What follows belongs to an exercise in optimizing a design on an open flow for a short achievable clock period and few clock cycles; a production flow would make more cautious choices. Function was checked by simulation only, so behaviour that the tests miss may differ from the original. Power and IR drop assume default switching activity.

== build 59 ==
==> flow/design.v <==
`default_nettype none
package memif_pkg;
  typedef logic [31:0] u32_t;        
  typedef logic [63:0] u64_t;        
  typedef logic [39:0] axi_addr_t;   
  localparam u32_t       REG_BLOCK = 32'hffff0180;
  localparam u32_t       REG_MASK  = 32'hffffffe0;   
  localparam logic [2:0] REG_CTRL  = 3'd0;           
  localparam logic [2:0] REG_BASE  = 3'd1;           
  localparam int         CLR_BIT   = 24;             
  localparam int         BEAT_BYTES = 8;
  localparam int         BURST_LEN  = 4;             
  localparam int         LINE_BYTES = 32;
  localparam logic [7:0] ARLEN_VAL  = 8'(BURST_LEN - 1);
  typedef enum logic [1:0] {
    bs_idle,    
    bs_addr,    
    bs_data     
  } burst_state_t;
  typedef enum logic [1:0] {
    cs_idle,    
    cs_lookup,  
    cs_fill     
  } cache_state_t;
endpackage
`default_nettype wire
`timescale 1ns/1ps
`default_nettype none
import memif_pkg::*;
module memif_regs (
  input  wire        cclk,
  input  wire        reset,
  input  wire [31:0] adr,    
  input  wire [3:0]  we,     
  input  wire        re,
  input  wire [31:0] dw,
  output logic [31:0] dr,
  output logic       rdy,
  output logic [31:0] base,   
  output logic       clr     
);
  logic       cs;     
  logic [2:0] sel;    
  assign cs  = (adr & REG_MASK) == REG_BLOCK;
  assign sel = adr[4:2];
  assign clr = cs && (sel == REG_CTRL) && we[3] && dw[CLR_BIT];
  always_ff @(posedge cclk) begin
    if (reset) begin
      base <= '0;
    end else if (cs && (sel == REG_BASE)) begin
      for (int i = 0; i < 4; i++) begin
        if (we[i]) base[8*i +: 8] <= dw[8*i +: 8];   
      end
    end
  end
  always_ff @(posedge cclk) begin
    if (reset) begin
      rdy <= 1'b0;
    end else begin
      rdy <= re | (|we);   
    end
  end
  always_ff @(posedge cclk) begin
    if (re && cs && (sel == REG_BASE)) begin
      dr <= base;
    end else begin
      dr <= '0;          
    end
  end
endmodule
`default_nettype wire
`timescale 1ns/1ps
`default_nettype none
import memif_pkg::*;
module rd_cache (
  input  wire         cclk,
  input  wire         reset,
  input  wire  [31:0] c_adr,          
  input  wire         c_re,
  output logic        c_rdy,
  output logic [31:0] c_dr,
  input  wire  [31:0] base,
  input  wire         clr,            
  output logic [39:0] araddr,         
  output logic [7:0]  arlen,
  output logic        arvalid,
  input  wire         arready,
  input  wire  [63:0] rdata,          
  input  wire         rlast,
  input  wire         rvalid,
  output logic        rready
);
  localparam int NK = 8;
  logic [NK-1:0] valid;               
  logic [23:0]   tag_mem  [NK];
  logic [3:0]    bv       [NK];       
  logic [63:0]   data_mem [NK][4];
  logic [1:0]    f_v;
  logic [1:0]    f_live;              
  logic [2:0]    f_idx [2];
  logic [1:0]    f_cnt;               
  logic          st_beat;             
  logic          want_hi;             
  logic [31:0]   r_adr;
  logic [32:0]   ar_q;                
  logic          rdy_q;
  logic [31:0]   dr_q;
  assign arlen  = ARLEN_VAL;
  assign rready = 1'b1;               
  assign araddr = {7'd0, ar_q};
  assign c_rdy  = rdy_q;
  assign c_dr   = dr_q;
  wire beat_in = rvalid && f_v[0];
  wire pop     = beat_in && (f_cnt == 2'd3);
  wire push    = arvalid && arready;
  wire [2:0] r_idx = r_adr[7:5];
  wire [1:0] r_k   = r_adr[4:3];
  logic      miss_q;
  wire [1:0] kill    = {miss_q && (f_idx[1] == r_idx), miss_q && (f_idx[0] == r_idx)};
  wire [1:0] lv      = f_live & ~kill;
  wire       beat_wr = beat_in && f_live[0];
  logic at_q;
  wire want = st_beat && !miss_q && at_q;
  wire take = want && rvalid;         
  wire        accept = c_re;
  wire [2:0]  q_idx = c_adr[7:5];
  wire [1:0]  q_k   = c_adr[4:3];
  wire        q_w   = c_adr[2];
  logic [NK-1:0] q_sel, q_eq, q_hit, q_now, q_rdyl;
  always_comb begin
    for (int i = 0; i < NK; i++) begin
      q_sel[i]  = (q_idx == 3'(i));
      q_eq[i]   = valid[i] && (tag_mem[i] == c_adr[31:8]);
      q_hit[i]  = q_sel[i] && q_eq[i];
      q_now[i]  = beat_wr && (f_idx[0] == 3'(i)) && (f_cnt == q_k);
      q_rdyl[i] = q_hit[i] && (bv[i][q_k] || q_now[i]);
    end
  end
  wire        q_tagm = |q_hit;
  wire        q_rdy  = |q_rdyl;
  logic [31:0] q_line_w;
  always_comb begin
    q_line_w = '0;
    for (int i = 0; i < NK; i++)
      for (int j = 0; j < 4; j++)
        for (int h = 0; h < 2; h++)
          if (c_adr[7:2] == 6'(8 * i + 2 * j + h))
            q_line_w = q_line_w | data_mem[i][j][32*h +: 32];
  end
  wire        q_nowb = beat_wr && (f_idx[0] == q_idx) && (f_cnt == q_k);
  wire        bypass = take || q_nowb;
  wire        by_hi  = take ? want_hi : q_w;
  logic [1:0] n_fv, n_live;
  logic [2:0] n_f0, n_f1;
  always_comb begin
    n_fv = f_v; n_live = lv; n_f0 = f_idx[0]; n_f1 = f_idx[1];
    if (pop) begin
      n_fv   = {1'b0, f_v[1]};
      n_live = {1'b0, lv[1]};
      n_f0   = f_idx[1];
    end
    if (push) begin
      if (!n_fv[0]) begin n_fv[0] = 1'b1; n_live[0] = 1'b1; n_f0 = r_idx; end
      else          begin n_fv[1] = 1'b1; n_live[1] = 1'b1; n_f1 = r_idx; end
    end
  end
  wire [1:0] n_cnt  = beat_in ? f_cnt + 2'd1 : f_cnt;
  wire [2:0] n_ridx = accept ? q_idx : r_idx;
  wire [1:0] n_rk   = accept ? q_k : r_k;
  always_ff @(posedge cclk) begin
    at_q <= n_fv[0] && n_live[0] && (n_f0 == n_ridx) && (n_cnt == n_rk);
    if (accept) r_adr   <= c_adr;
    if (accept) want_hi <= q_w;
    if (accept) ar_q <= {1'b0, base} + {1'b0, c_adr[31:5], 5'd0};
    dr_q <= bypass ? (by_hi ? rdata[63:32] : rdata[31:0]) : q_line_w;
  end
  always_ff @(posedge cclk) begin
    rdy_q   <= !reset && ((accept && q_rdy) || take);
    arvalid <= !reset && ((accept && !q_tagm) || (arvalid && !arready));
    miss_q  <= !reset && accept && !q_tagm;
    if (reset) begin
      st_beat  <= 1'b0;
      f_v      <= 2'b00;
      f_cnt    <= 2'd0;
    end else begin
      st_beat  <= accept ? !q_rdy : (st_beat && !take);
      f_v      <= n_fv;
      f_live   <= n_live;
      f_idx[0] <= n_f0;
      f_idx[1] <= n_f1;
      f_cnt    <= n_cnt;
    end
  end
  always_ff @(posedge cclk) begin
    for (int i = 0; i < NK; i++) begin
      for (int j = 0; j < 4; j++) begin
        if (beat_wr && f_idx[0] == 3'(i) && f_cnt == 2'(j)) begin
          data_mem[i][j] <= rdata;
          bv[i][j]       <= 1'b1;
        end
      end
    end
    if (miss_q) begin
      tag_mem[r_idx] <= r_adr[31:8];
      bv[r_idx]      <= 4'b0000;
    end
  end
  always_ff @(posedge cclk) begin
    if (reset || clr) begin
      valid <= '0;
    end else if (miss_q) begin
      valid[r_idx] <= 1'b1;
    end
  end
endmodule
`default_nettype wire
`timescale 1ns/1ps
`default_nettype none
import memif_pkg::*;
module tfacc_memif #(
  parameter int NK = 8             
) (
  input  wire         cclk,
  input  wire         reset,
  input  wire [31:0]  adr,         
  input  wire [3:0]   we,
  input  wire         re,
  input  wire [31:0]  dw,
  output logic [31:0] dr,
  output logic        rdy,
  input  wire [31:0]  c_adr,       
  input  wire         c_re,
  output logic        c_rdy,
  output logic [31:0] c_dr,
  output logic [39:0] araddr,      
  output logic [7:0]  arlen,
  output logic        arvalid,
  input  wire         arready,
  input  wire [63:0]  rdata,
  input  wire         rlast,
  input  wire         rvalid,
  output logic        rready
);
  logic [31:0] base;   
  logic        clr;    
  memif_regs u_regs (
    .cclk  (cclk),
    .reset (reset),
    .adr   (adr),
    .we    (we),
    .re    (re),
    .dw    (dw),
    .dr    (dr),
    .rdy   (rdy),
    .base  (base),
    .clr   (clr)
  );
  rd_cache u_cache (
    .cclk    (cclk),
    .reset   (reset),
    .c_adr   (c_adr),
    .c_re    (c_re),
    .c_rdy   (c_rdy),
    .c_dr    (c_dr),
    .base    (base),
    .clr     (clr),
    .araddr  (araddr),
    .arlen   (arlen),
    .arvalid (arvalid),
    .arready (arready),
    .rdata   (rdata),
    .rlast   (rlast),
    .rvalid  (rvalid),
    .rready  (rready)
  );
endmodule
`default_nettype wire
export LEC_CHECK = 0
export CAP_MARGIN = 20
export CORE_MARGIN = 2
export CORE_UTILIZATION = 55
export SETUP_SLACK_MARGIN = 3.0
export SLEW_MARGIN = 20
create_clock -name core_clock -period 5.5 [get_ports {cclk}]
run.sh (not shown) runs the stock make flow with config.mk's settings and CLKGATE_MAP_FILE= SYNTH_SCRIPT=/design/flow/synth_recipe.tcl, a recipe that flattens the netlist after the stock synthesis.
Build 59: full flow OK, the timing, DRC and antenna checks passed
Testbench counts of build 59, summed over its fixed seeds: cycles 130,732.
Relative to build 59, the following input files were edited for build 25:
# build 59
export LEC_CHECK = 0
export CAP_MARGIN = 20
export CORE_MARGIN = 2
export CORE_UTILIZATION = 55
export SETUP_SLACK_MARGIN = 3.0
export SLEW_MARGIN = 20
create_clock -name core_clock -period 5.5 [get_ports {cclk}]
# build 25
export LEC_CHECK = 0
export CAP_MARGIN = 50
export CORE_MARGIN = 2
export CORE_UTILIZATION = 42
export CTS_CLUSTER_DIAMETER = 100
export CTS_CLUSTER_SIZE = 20
export SETUP_SLACK_MARGIN = 3.0
export SLEW_MARGIN = 75
create_clock -name core_clock -period 5.5 [get_ports {cclk}]
Build 25: no failed stages, no open violations at the end. reg2out as the type of the worst setup path was reported by build 59, and in2reg by build 25. Compared with build 59, in build 25 total power went down by 12%; synthesized area was more or less identical; hold slack went up by 0.0035 ns. Compared with build 59, build 25 shows combinational power that has gone up by a little under 10%. Utilization in build 25 is 15 points lower than in build 59. Build 25 — global-route wire length before repair about 1.6% higher, build 59 as reference. Build 25 vs build 59, sequential portion of the cell area went down by 0.95 points. Build 25 against build 59; count of clock-buffer cells in the layout is down by more than a quarter. Setup slack: build 25 less than build 59. Build 25 vs build 59, layout overhead on the synthesized area went up by 1.9 points.
Here is what was changed in the inputs of build 14 compared with build 25.
# build 25
export LEC_CHECK = 0
export CAP_MARGIN = 50
export CORE_MARGIN = 2
export CORE_UTILIZATION = 42
export CTS_CLUSTER_DIAMETER = 100
export CTS_CLUSTER_SIZE = 20
export SETUP_SLACK_MARGIN = 3.0
export SLEW_MARGIN = 75
create_clock -name core_clock -period 5.5 [get_ports {cclk}]
# build 14
export LEC_CHECK = 0
export CAP_MARGIN = 50
export CORE_MARGIN = 2
export CORE_UTILIZATION = 60
export CTS_CLUSTER_DIAMETER = 100
export CTS_CLUSTER_SIZE = 20
export GPL_ROUTABILITY_DRIVEN = 0
export PLACE_DENSITY = 0.7
export SETUP_SLACK_MARGIN = 3.0
export SLEW_MARGIN = 75
create_clock -name core_clock -period 5.5 [get_ports {cclk}]
### Flow results
Global-route usage over all layers for build 14 is higher than for build 25.
From build 25 to build 14 the numbers moved as follows: number of global-route vias before repair grew by 2.2%, port buffer count held steady, die area shrank by about 30%, register-to-register setup slack grew by 0.05 ns, non-clock buffer count shrank by 2.8%.
Build 14 ended with more clock-buffer cell count than build 25.
Lower post-CTS resize count goes to build 14 over build 25.
Area after synthesis came out exactly the same in build 14 and build 25.
Build 25 → build 14: wire length reported by the detailed router lower, total via count in the routed design +3.0%.

==> what the ideal ports hide <==
How much do the figures lean on ideal ports? The routed layouts below were timed once more, with nothing changed but the port constraints. Step 1 (the two cells are an assumption about what drives the block):
set clk [get_ports {cclk}]
set_driving_cell -lib_cell sky130_fd_sc_hd__clkbuf_16 $clk
set_driving_cell -lib_cell sky130_fd_sc_hd__buf_2 [delete_from_list [all_inputs] $clk]
Step 2 adds t to the input delays and takes it off the output delays; t is the mean of the earliest and latest rising clock arrival at the registers after step 1. Input paths then give back, and output paths get back, about the clock's delay inside the block. Slacks: ideal / step 1 / step 2; pairs: ideal / step 1.
run	t (ns)	slack for setup (ns)	slew at the worst register clock pin (ns)	pins driven straight from the clock port
build 59	0.971	2.820 / 2.729 / 1.792	0.07 / 0.07	1
build 25	0.931	2.678 / 2.679 / 1.747	0.10 / 0.10	1
build 14	0.900	2.722 / 2.696 / 1.796	0.10 / 0.10	1
After both steps every run listed still meets setup and hold. For build 59, which loses most, drivers alone change the setup slack by -0.091 ns; drivers and shift together by -1.028 ns.
